What follows belongs to an exercise in optimizing a design on an open flow for a short achievable clock period and few clock cycles; a production flow would make more cautious choices. Only simulation tests tie the RTL to the original design; equivalence was not proved. Power figures rest on the tool's default switching activity, not on a simulated workload.

===== run.sh =====
#!/bin/bash
# synth_recipe.tcl (not shown) runs the flow's synth.tcl, then flattens the netlist and writes it again
# the make line also repeats each setting of config.mk as NAME=value (left out here)
make -C /OpenROAD-flow-scripts/flow DESIGN_CONFIG=/design/flow/config.mk WORK_HOME=/design/flow/orfs CLKGATE_MAP_FILE= SYNTH_SCRIPT=/design/flow/synth_recipe.tcl finish

===== config.mk =====
export PLATFORM = sky130hd
export DESIGN_NAME = proc_core
export DESIGN_NICKNAME = proc_core
export VERILOG_FILES = /design/flow/design.v
export SDC_FILE = /design/flow/constraint.sdc
export NUM_CORES = 4
export LEC_CHECK = 0
export ABC_CLOCK_PERIOD_IN_PS = 2500
export CAP_MARGIN = 20
export CORE_MARGIN = 2
export CORE_UTILIZATION = 40
export SETUP_SLACK_MARGIN = 5
export SLEW_MARGIN = 20
export TNS_END_PERCENT = 10

===== constraint.sdc =====
create_clock -name core_clock -period 8.0 [get_ports {clock_i}]
set_input_delay 1.6000 -clock core_clock [delete_from_list [all_inputs] [get_ports {clock_i}]]
set_output_delay 1.6000 -clock core_clock [all_outputs]
set_load 0.01 [all_outputs]

===== design.v =====
`timescale 1ns/1ps
module proc_core (
    input  logic     clock_i,
    input  logic     rst_n_i,
    output logic [32-1:0]    imem_addr_o,
    input  logic [32-1:0]    imem_data_i,
    output logic [32-1:0]    dmem_addr_o,
    output logic [32-1:0]    dmem_wdata_o,
    output logic     dmem_wren_o,
    input  logic [32-1:0]    dmem_rdata_i,
    output logic     wb_en_o,
    output logic [4:0] wb_reg_o,
    output logic [32-1:0]    wb_data_o
);
    localparam int BTB_IW = 4;                   
    localparam int BTB_N  = 1 << BTB_IW;
    localparam int BTB_TW = 16 - BTB_IW;         
    logic [31:0] pc_q;
    logic [31:0] ras_q;
    logic        fd_v;
    logic [31:0] fd_ir;
    logic [31:0] fd_pc;
    logic [31:0] fd_pc1;
    logic [31:0] fd_pred;
    logic        fd_ptaken;
    logic        dx_v;
    logic        dx_br;           
    logic        dx_bne;
    logic        dx_blt;
    logic        dx_jmp;          
    logic        dx_jr;
    logic        dx_lw;
    logic        dx_sw;
    logic        dx_wr;           
    logic [4:0]  dx_rd;
    logic [31:0] dx_pc;
    logic [31:0] dx_pc1;
    logic [31:0] dx_pred;
    logic [31:0] dx_tgt;
    logic [31:0] dx_a;
    logic [31:0] dx_b;
    logic [31:0] dx_sd;
    logic        dx_fs_ld;        
    logic [5:0]  dx_alu;          
    logic [4:0]  dx_shamt;
    logic        xm_v;
    logic        xm_wr;
    logic        xm_lw;
    logic        xm_st;           
    logic [4:0]  xm_rd;
    logic [31:0] xm_res;
    logic [31:0] xm_sd;
    logic        w_en;
    logic [4:0]  w_rd;
    logic [31:0] w_data;
    logic [31:0] regs [32];
    logic [31:0] rv;              
    logic                btb_v   [BTB_N];
    logic [BTB_TW-1:0]   btb_tag [BTB_N];
    logic [15:0]         btb_tgt [BTB_N];
    logic [1:0]          btb_ctr [BTB_N];
    logic        up_v;
    logic        up_taken;
    logic [15:0] up_pc;
    logic [15:0] up_tgt;
    logic [31:0] pc1_f;
    logic [4:0]  op_f;
    logic        f_isj, f_isjal, f_isret;
    logic [BTB_IW-1:0] bi_f;
    logic        btb_taken_f;
    logic [31:0] f_pred;
    logic        f_ptaken;
    assign imem_addr_o = pc_q;
    assign pc1_f   = pc_q + 32'd1;
    assign op_f    = imem_data_i[31:27];
    assign f_isj   = (op_f == 5'b00001) || (op_f == 5'b00011);
    assign f_isjal = (op_f == 5'b00011);
    assign f_isret = (op_f == 5'b00100) && (imem_data_i[26:22] == 5'd31);
    assign bi_f        = pc_q[BTB_IW-1:0];
    assign btb_taken_f = btb_v[bi_f] && (btb_tag[bi_f] == pc_q[15:BTB_IW]) &&
                         btb_ctr[bi_f][1];
    always_comb begin
        if (f_isj)
            f_pred = {5'd0, imem_data_i[26:0]};
        else if (f_isret)
            f_pred = ras_q;
        else if (btb_taken_f)
            f_pred = {pc_q[31:16], btb_tgt[bi_f]};
        else
            f_pred = pc1_f;
    end
    assign f_ptaken = f_isj || f_isret || btb_taken_f;
    logic [31:0] r_add, r_sub, r_and, r_or, r_sll, r_sra, x_res;
    logic        x_ne, x_lt, x_taken;
    logic        eq_tgt, eq_seq, eq_jr;
    logic        x_mis;
    logic [31:0] x_npc;
    assign r_add = dx_a + dx_b;
    assign r_sub = dx_a - dx_b;
    assign r_and = dx_a & dx_b;
    assign r_or  = dx_a | dx_b;
    assign r_sll = dx_a << dx_shamt;
    assign r_sra = $signed(dx_a) >>> dx_shamt;
    assign x_res = ({32{dx_alu[0]}} & r_add) |
                   ({32{dx_alu[1]}} & r_sub) |
                   ({32{dx_alu[2]}} & r_and) |
                   ({32{dx_alu[3]}} & r_or)  |
                   ({32{dx_alu[4]}} & r_sll) |
                   ({32{dx_alu[5]}} & r_sra);
    assign x_ne    = (dx_b != dx_a);
    assign x_lt    = ($signed(dx_b) < $signed(dx_a));
    assign x_taken = (dx_bne && x_ne) || (dx_blt && x_lt);
    assign eq_tgt = (dx_pred == dx_tgt);
    assign eq_seq = (dx_pred == dx_pc1);
    assign eq_jr  = (dx_pred == dx_b);
    always_comb begin
        if (dx_br)
            x_mis = x_taken ? !eq_tgt : !eq_seq;
        else if (dx_jmp)
            x_mis = !eq_tgt;
        else if (dx_jr)
            x_mis = !eq_jr;
        else
            x_mis = !eq_seq;
        x_mis = x_mis && dx_v;
    end
    always_comb begin
        if ((dx_br && x_taken) || dx_jmp)
            x_npc = dx_tgt;
        else if (dx_jr)
            x_npc = dx_b;
        else
            x_npc = dx_pc1;
    end
    logic [31:0] m_data;
    assign m_data = xm_lw ? dmem_rdata_i : xm_res;
    logic [4:0]  op_d, rd_d, rs_d, bidx_d, dest_d;
    logic        d_r, d_j, d_bne, d_jal, d_jr, d_addi, d_blt, d_sw, d_lw;
    logic        d_br, d_jmp, d_use_imm, d_uses_rs, d_uses_b, d_wr;
    logic [31:0] imm_d, brtgt_d, tgt_d;
    logic [31:0] rs_reg, b_reg, rs_val, b_val;
    logic        a_fx, a_fm, b_fx, b_fm;
    logic        stall, d_redir;
    assign op_d = fd_ir[31:27];
    assign rd_d = fd_ir[26:22];
    assign rs_d = fd_ir[21:17];
    assign d_r    = (op_d == 5'b00000);
    assign d_j    = (op_d == 5'b00001);
    assign d_bne  = (op_d == 5'b00010);
    assign d_jal  = (op_d == 5'b00011);
    assign d_jr   = (op_d == 5'b00100);
    assign d_addi = (op_d == 5'b00101);
    assign d_blt  = (op_d == 5'b00110);
    assign d_sw   = (op_d == 5'b00111);
    assign d_lw   = (op_d == 5'b01000);
    assign d_br   = d_bne || d_blt;
    assign d_jmp  = d_j || d_jal;
    assign bidx_d    = d_r ? fd_ir[16:12] : rd_d;
    assign d_use_imm = d_addi || d_lw || d_sw;
    assign d_uses_rs = d_r || d_addi || d_lw || d_sw || d_br;
    assign d_uses_b  = d_r || d_br || d_jr;
    assign dest_d    = d_jal ? 5'd31 : rd_d;
    assign d_wr      = (d_r || d_addi || d_lw || d_jal) && (dest_d != 5'd0);
    assign imm_d   = {{(32-17){fd_ir[17-1]}}, fd_ir[16:0]};
    assign brtgt_d = fd_pc1 + imm_d;
    assign tgt_d   = d_jmp ? {5'd0, fd_ir[26:0]} : brtgt_d;
    assign rs_reg = rv[rs_d]   ? regs[rs_d]   : 32'd0;
    assign b_reg  = rv[bidx_d] ? regs[bidx_d] : 32'd0;
    assign a_fx = dx_v && dx_wr && (dx_rd == rs_d);
    assign a_fm = xm_v && xm_wr && (xm_rd == rs_d);
    assign b_fx = dx_v && dx_wr && (dx_rd == bidx_d);
    assign b_fm = xm_v && xm_wr && (xm_rd == bidx_d);
    assign rs_val = a_fx ? x_res : (a_fm ? m_data : rs_reg);
    assign b_val  = b_fx ? x_res : (b_fm ? m_data : b_reg);
    assign stall = fd_v && dx_v && dx_lw && dx_wr &&
                   ((d_uses_rs && (rs_d == dx_rd)) || (d_uses_b && (bidx_d == dx_rd)));
    assign d_redir = fd_v && d_br && fd_ir[17-1] && !fd_ptaken && !stall;
    always_ff @(posedge clock_i) begin
        if (!rst_n_i)
            pc_q <= 32'd0;
        else if (x_mis)
            pc_q <= x_npc;
        else if (d_redir)
            pc_q <= brtgt_d;
        else if (!stall)
            pc_q <= f_pred;
    end
    always_ff @(posedge clock_i) begin
        if (!rst_n_i)
            ras_q <= 32'd0;
        else if (f_isjal && !stall)
            ras_q <= pc1_f;
    end
    always_ff @(posedge clock_i) begin
        if (!rst_n_i || x_mis || d_redir)
            fd_v <= 1'b0;
        else if (!stall)
            fd_v <= 1'b1;
    end
    always_ff @(posedge clock_i) begin
        if (!stall) begin
            fd_ir     <= imem_data_i;
            fd_pc     <= pc_q;
            fd_pc1    <= pc1_f;
            fd_pred   <= f_pred;
            fd_ptaken <= f_ptaken;
        end
    end
    always_ff @(posedge clock_i) begin
        if (!rst_n_i || x_mis || stall)
            dx_v <= 1'b0;
        else
            dx_v <= fd_v;
    end
    always_ff @(posedge clock_i) begin
        dx_br    <= d_br;
        dx_bne   <= d_bne;
        dx_blt   <= d_blt;
        dx_jmp   <= d_jmp;
        dx_jr    <= d_jr;
        dx_lw    <= d_lw;
        dx_sw    <= d_sw;
        dx_wr    <= d_wr;
        dx_rd    <= dest_d;
        dx_pc    <= fd_pc;
        dx_pc1   <= fd_pc1;
        dx_pred  <= d_redir ? brtgt_d : fd_pred;
        dx_tgt   <= tgt_d;
        dx_a     <= d_jal ? 32'd0 : rs_val;
        dx_b     <= d_jal ? fd_pc1 : (d_use_imm ? imm_d : b_val);
        dx_sd    <= b_val;
        dx_shamt <= fd_ir[11:7];
        dx_fs_ld <= dx_v && dx_wr && dx_lw && (dx_rd == rd_d);
        if (d_r) begin
            dx_alu[0] <= (fd_ir[6:2] == 5'd0);
            dx_alu[1] <= (fd_ir[6:2] == 5'd1);
            dx_alu[2] <= (fd_ir[6:2] == 5'd2);
            dx_alu[3] <= (fd_ir[6:2] == 5'd3);
            dx_alu[4] <= (fd_ir[6:2] == 5'd4);
            dx_alu[5] <= (fd_ir[6:2] == 5'd5);
        end else begin
            dx_alu <= 6'b000001;
        end
    end
    always_ff @(posedge clock_i) begin
        if (!rst_n_i) begin
            xm_v  <= 1'b0;
            xm_st <= 1'b0;
        end else begin
            xm_v  <= dx_v;
            xm_st <= dx_v && dx_sw;
        end
    end
    always_ff @(posedge clock_i) begin
        xm_wr  <= dx_wr;
        xm_lw  <= dx_lw;
        xm_rd  <= dx_rd;
        xm_res <= x_res;
        xm_sd  <= dx_fs_ld ? dmem_rdata_i : dx_sd;
    end
    assign dmem_addr_o  = xm_res;
    assign dmem_wdata_o = xm_sd;
    assign dmem_wren_o  = xm_st;
    always_ff @(posedge clock_i) begin
        if (!rst_n_i)
            w_en <= 1'b0;
        else
            w_en <= xm_v && xm_wr;
    end
    always_ff @(posedge clock_i) begin
        w_rd   <= xm_rd;
        w_data <= m_data;
    end
    assign wb_en_o   = w_en;
    assign wb_reg_o  = w_rd;
    assign wb_data_o = w_data;
    always_ff @(posedge clock_i) begin
        if (!rst_n_i)
            rv <= 32'd0;
        else if (xm_v && xm_wr)
            rv[xm_rd] <= 1'b1;
    end
    always_ff @(posedge clock_i) begin
        if (xm_v && xm_wr)
            regs[xm_rd] <= m_data;
    end
    always_ff @(posedge clock_i) begin
        if (!rst_n_i) begin
            up_v <= 1'b0;
        end else begin
            up_v <= dx_v && (dx_br || dx_jr);
        end
    end
    always_ff @(posedge clock_i) begin
        up_taken <= x_taken || dx_jr;
        up_pc    <= dx_pc[15:0];
        up_tgt   <= x_npc[15:0];
    end
    always_ff @(posedge clock_i) begin
        for (int i = 0; i < BTB_N; i++) begin
            if (!rst_n_i) begin
                btb_v[i]   <= 1'b0;
                btb_ctr[i] <= 2'd0;
            end else if (up_v && (up_pc[BTB_IW-1:0] == i[BTB_IW-1:0])) begin
                if (btb_v[i] && (btb_tag[i] == up_pc[15:BTB_IW])) begin
                    if (up_taken) begin
                        if (btb_ctr[i] != 2'd3) btb_ctr[i] <= btb_ctr[i] + 2'd1;
                    end else begin
                        if (btb_ctr[i] != 2'd0) btb_ctr[i] <= btb_ctr[i] - 2'd1;
                    end
                end else if (up_taken) begin
                    btb_v[i]   <= 1'b1;
                    btb_ctr[i] <= 2'd2;
                end
            end
        end
    end
    always_ff @(posedge clock_i) begin
        for (int i = 0; i < BTB_N; i++) begin
            if (up_v && up_taken && (up_pc[BTB_IW-1:0] == i[BTB_IW-1:0])) begin
                btb_tag[i] <= up_pc[15:BTB_IW];
                btb_tgt[i] <= up_tgt;
            end
        end
    end
endmodule

==> summary.txt <==
-- logic make-up (layout without fill, tap and decap cells) --
group	after synthesis	after routing	share of synthesized area
adder cells (fa/ha/maj)	179	179	0.02187
multiplexers	655	659	0.1130
XOR/XNOR	394	394	0.03336
flip-flops	2114	2114	0.5625
AO/OA/AOI/OAI	1684	1686	0.1148
other	0	15	0
AND/OR/NAND/NOR	2846	2858	0.1229
buffers and inverters	817	1523	0.03156
-- metal layers --
metal  track usage  part of all wire  vias to the layer above
met5             0           0.00014                        -
met4        0.2158             0.081                        8
met3       0.08145              0.13                     1470
met2        0.4957              0.43                     6661
met1        0.4323              0.36                    42404
li1              -                 -                    34150
-- synth_stat cells, types with 26 or more instances --
library cell     n
a211oi_1       117
a21o_1          86
a21oi_1        308
a221o_1         29
a221oi_1        55
a22o_1          46
a22oi_1        143
a311oi_1       186
a31oi_1         75
and3_1         172
buf_1          112
buf_2          119
clkbuf_1       387
dfxtp_1        529
edfxtp_1      1585
ha_1           176
inv_1          183
mux2_2          90
mux2i_1        163
mux4_2         401
nand2_1       1327
nand2b_1        42
nand3_1        342
nand4_1         77
nor2_1         518
nor2b_1         30
nor3_1         145
nor4_1          69
o211ai_1        36
o21a_1          28
o21ai_0        266
o22ai_1         39
o31ai_1         26
or2_2           28
xnor2_1        189
xor2_1         205
-- per-stage QoR --
step	std cells	instance area (µm²)	hold slack [ns]	setup slack, ns
after global placement	11849	109500	0.3117	2.004
after CTS	12639	125000	0.2720	4.001
after global routing	12798	128100	0.2961	3.757
after detailed placement	11854	109600	0.3138	2.177
final	12812	128100	0.2797	3.894
after floorplan	8689	103600	0.3096	4.380
-- what timing repair did --
item / CTS / global route
buffers inserted: 278 / 138
endpoints found under the setup margin: 1191 / 1225
hold endpoints to repair: 0 / 0
resized for setup: 778 / 355
gates cloned: 80 / 19
pin swaps: 170 / 193
-- power by group through the flow --
stage	Sequential [mW]	Combinational (mW)	Clock (mW)
3_5_place_dp	12.8	3.14	0
5_1_grt	12.5	4.40	11.2
6_report	12.5	4.29	10.8
2_1_floorplan	12.6	1.86	0
4_1_cts	12.5	3.95	10.8
3_3_place_gp	12.8	3.13	0
-- cell type report --
| cell class | count | area [µm²] |
|---|---|---|
| Fill cell | 22057 | 128800 |
| Sequential cell | 2114 | 58410 |
| Multi-Input combinational cell | 5776 | 46480 |
| Timing Repair Buffer | 908 | 10730 |
| Clock buffer | 312 | 6385 |
| Tap cell | 3384 | 4234 |
| Clock inverter | 115 | 1119 |
| Inverter | 188 | 743.2 |
| Antenna cell | 15 | 37.54 |
-- cell usage in the layout (no fill, tap or decap), types with 68 or more instances in the layout --
cell type / n
buf_12: 70
nor3_1: 103
xnor2_1: 184
clkbuf_16: 250
a211oi_1: 68
nor2_1: 397
nand2_1: 1313
and3_1: 168
nand4_1: 77
inv_1: 162
dfxtp_1: 452
a22oi_1: 121
mux4_2: 401
a21oi_1: 251
clkdlybuf4s50_1: 199
ha_1: 142
buf_4: 451
xor2_1: 204
nand3_1: 330
o21ai_0: 206
mux2_2: 82
edfxtp_1: 1585
nor2_4: 90
a21o_1: 86
a311oi_1: 159
mux2i_1: 137
-- final timing paths --
kind	slack [ns]	end	cells past startpoint	from
worst max-delay path	3.89	pc_q[9]	17	pc_q[0]
worst min-delay path	0.28	dx_pc[12]	0	fd_pc[12]
worst max register to register	3.89	pc_q[9]	17	pc_q[0]
worst min register to register	0.28	dx_pc[12]	0	fd_pc[12]
==> flow_metrics.py <==
metrics = {
    "status": {
        "outcome": "finished clean",
    },
    "cells_and_area": {
        "fin_util": 0.4987,
        "regMostFlops": "regs",
        "syn_to_final_growth_pct": 23.87,
        "largest_register_ffs": 1024,
        "final_nets": 9464,
        "reg.largest.list": "regs (1024), btb_tgt (256), btb_tag (192)",
        "drive_gt1_frac": 0.2421,
    },
    "hold_path": {
        "hold_class": "reg -> reg",
    },
    "global_routing": {
        "antenna_found_initial": 21,
        "grt_pass1_wl_mm": 624.0,
        "grt_overflow": 0,
        "grt_usage": 0.3327,
        "grt_start_max_net_pins": 82,
        "grt_pass1_vias": 79617,
    },
    "clock_network": {
        "cts_hold_buf": 0,
        "insertion_delay_ns": 0.95,
        "cts_sinks": 2114,
        "cts_tree": "done",
        "htreeDepth": 4,
        "cts_root_buffer": "clkbuf_16",
        "clk_transition_reported_paths_ns": 0.07,
        "clockBufferDepth": 4,
        "cts_made_buffers": 231,
    },
    "yosys": {
        "synth_top_area_share": 0.4601,
        "yosysWarnings": 5,
        "synth_fp_nets": 8934,
        "async_flop_share": 0,
        "synth_cells": 8689,
        "synth-edff-count": 1585,
        "ys_ff_latch": 2114,
        "ys_types": 99,
        "yosys.area.top_type": "edfxtp_1",
        "ys.flop_type": "edfxtp_1",
        "ys_seq_area_frac": 0.5625,
        "netlist_area_um2": 103400,
        "syn_area_per_cell_um2": 11.91,
        "netlist_top_cells_area": "edfxtp_1 46%, dfxtp_1 10%, mux4_2 8.7%",
    },
    "sta": {
        "fin_worst_skew_ns": 0.1228,
        "period_minus_slack_ns": 4.106,
        "rsz0062_at_grt": "yes",
        "drv_slew": 0,
        "min_period_over_period": 0.5133,
        "setup_tns_ns": 0,
        "worst_pin_slew_ns": 1.195,
        "fmax_ghz": 0.2435,
        "setup_viol": 0,
        "final_hold_viol_count": 0,
        "slew_headroom": 0.2037,
    },
    "detailed_routing": {
        "routedWlPerCell_um": 35.80,
        "dr.pass1.iters": 8,
        "vias": 84693,
        "postRouteAntennaNets": 0,
        "via_per_inst": 6.610,
        "drtIter0Drc": 13013,
        "wirelength_mm": 458.7,
        "drcViolationCount": 0,
    },
    "placed_design": {
        "portBuffers": 200,
        "gp_congestion": 1.011,
        "dp_hpwl_mm": 267.8,
    },
    "setup_path": {
        "slowest_stage": "dfxtp_4",
        "path_delay_family": "compound AO/OA/AOI/OAI gates",
        "critPathKind": "reg -> reg",
        "critical_path.max_fanout": 7,
        "crit_arrival_ns": 4.91,
        "worst_path_largest_cell_delay_ns": 0.40,
        "endpoint_kind": "flop",
        "cp-start-kind": "flop",
        "cp_cell_sequence": "clkinvlp_4 > ha_4 > buf_16 > buf_4 > a22oi_1 > o32ai_1 > a221oi_2 > a41oi_1 > xnor2_1 > and4_1 > nand3_4 > buf_12 > buf_16 > mux2i_2 > a21oi_2 > a221oi_2 > o21ai_1",
        "required_ns": 8.80,
        "cp_num_buf_inv": 5,
    },
    "power": {
        "clkPwrFrac": 0.390,
        "ir_drop_mv": 0.1940,
        "power.total_mw": 27.61,
        "power_switching_share": 0.2766,
        "seq_power_share": 0.454,
        "combPwrFrac": 0.155,
        "p_leak_nw": 46.09,
        "cellInternalPower_mw": 19.97,
        "power-per-cell-area_nw_per_um2": 215.5,
        "p_sw_mw": 7.637,
    },
    "run": {
        "maxCapViolCount": 0,
    },
    "floorplan": {
        "rows": 186,
        "initial_core_util": 0.4026,
        "core_um2": 256900,
        "num_io_pins": 201,
        "dieArea_um2": 262700,
        "die_w_um": 512.5,
        "die_h_um": 512.5,
    },
}
Testbench counts, summed over its fixed seeds: cycles 45,795.

## port drivers added, routing unchanged
In the flow no input, the clock included, has a driving cell. The finished layout below was timed again as built, in two steps.
Step 1: set_driving_cell puts a clkbuf_16 on clock_i and a buf_2 on each other input, an assumption about the parent block.
Step 2 times the ports against the registers' clock, not the clock port: input delays grow and output delays shrink by t, the midpoint of the rising clock arrivals with the driver on.
Three values: ideal ports, drivers, drivers and shift; two values: the first two.
t (ns): 0.981
setup slack, ns: 3.894 / 3.894 / 3.084
worst setup path at the end: input to register
After both steps setup and hold are still met in this run. For this run, drivers alone change the setup slack by 0.000 ns; drivers and shift together by -0.810 ns.
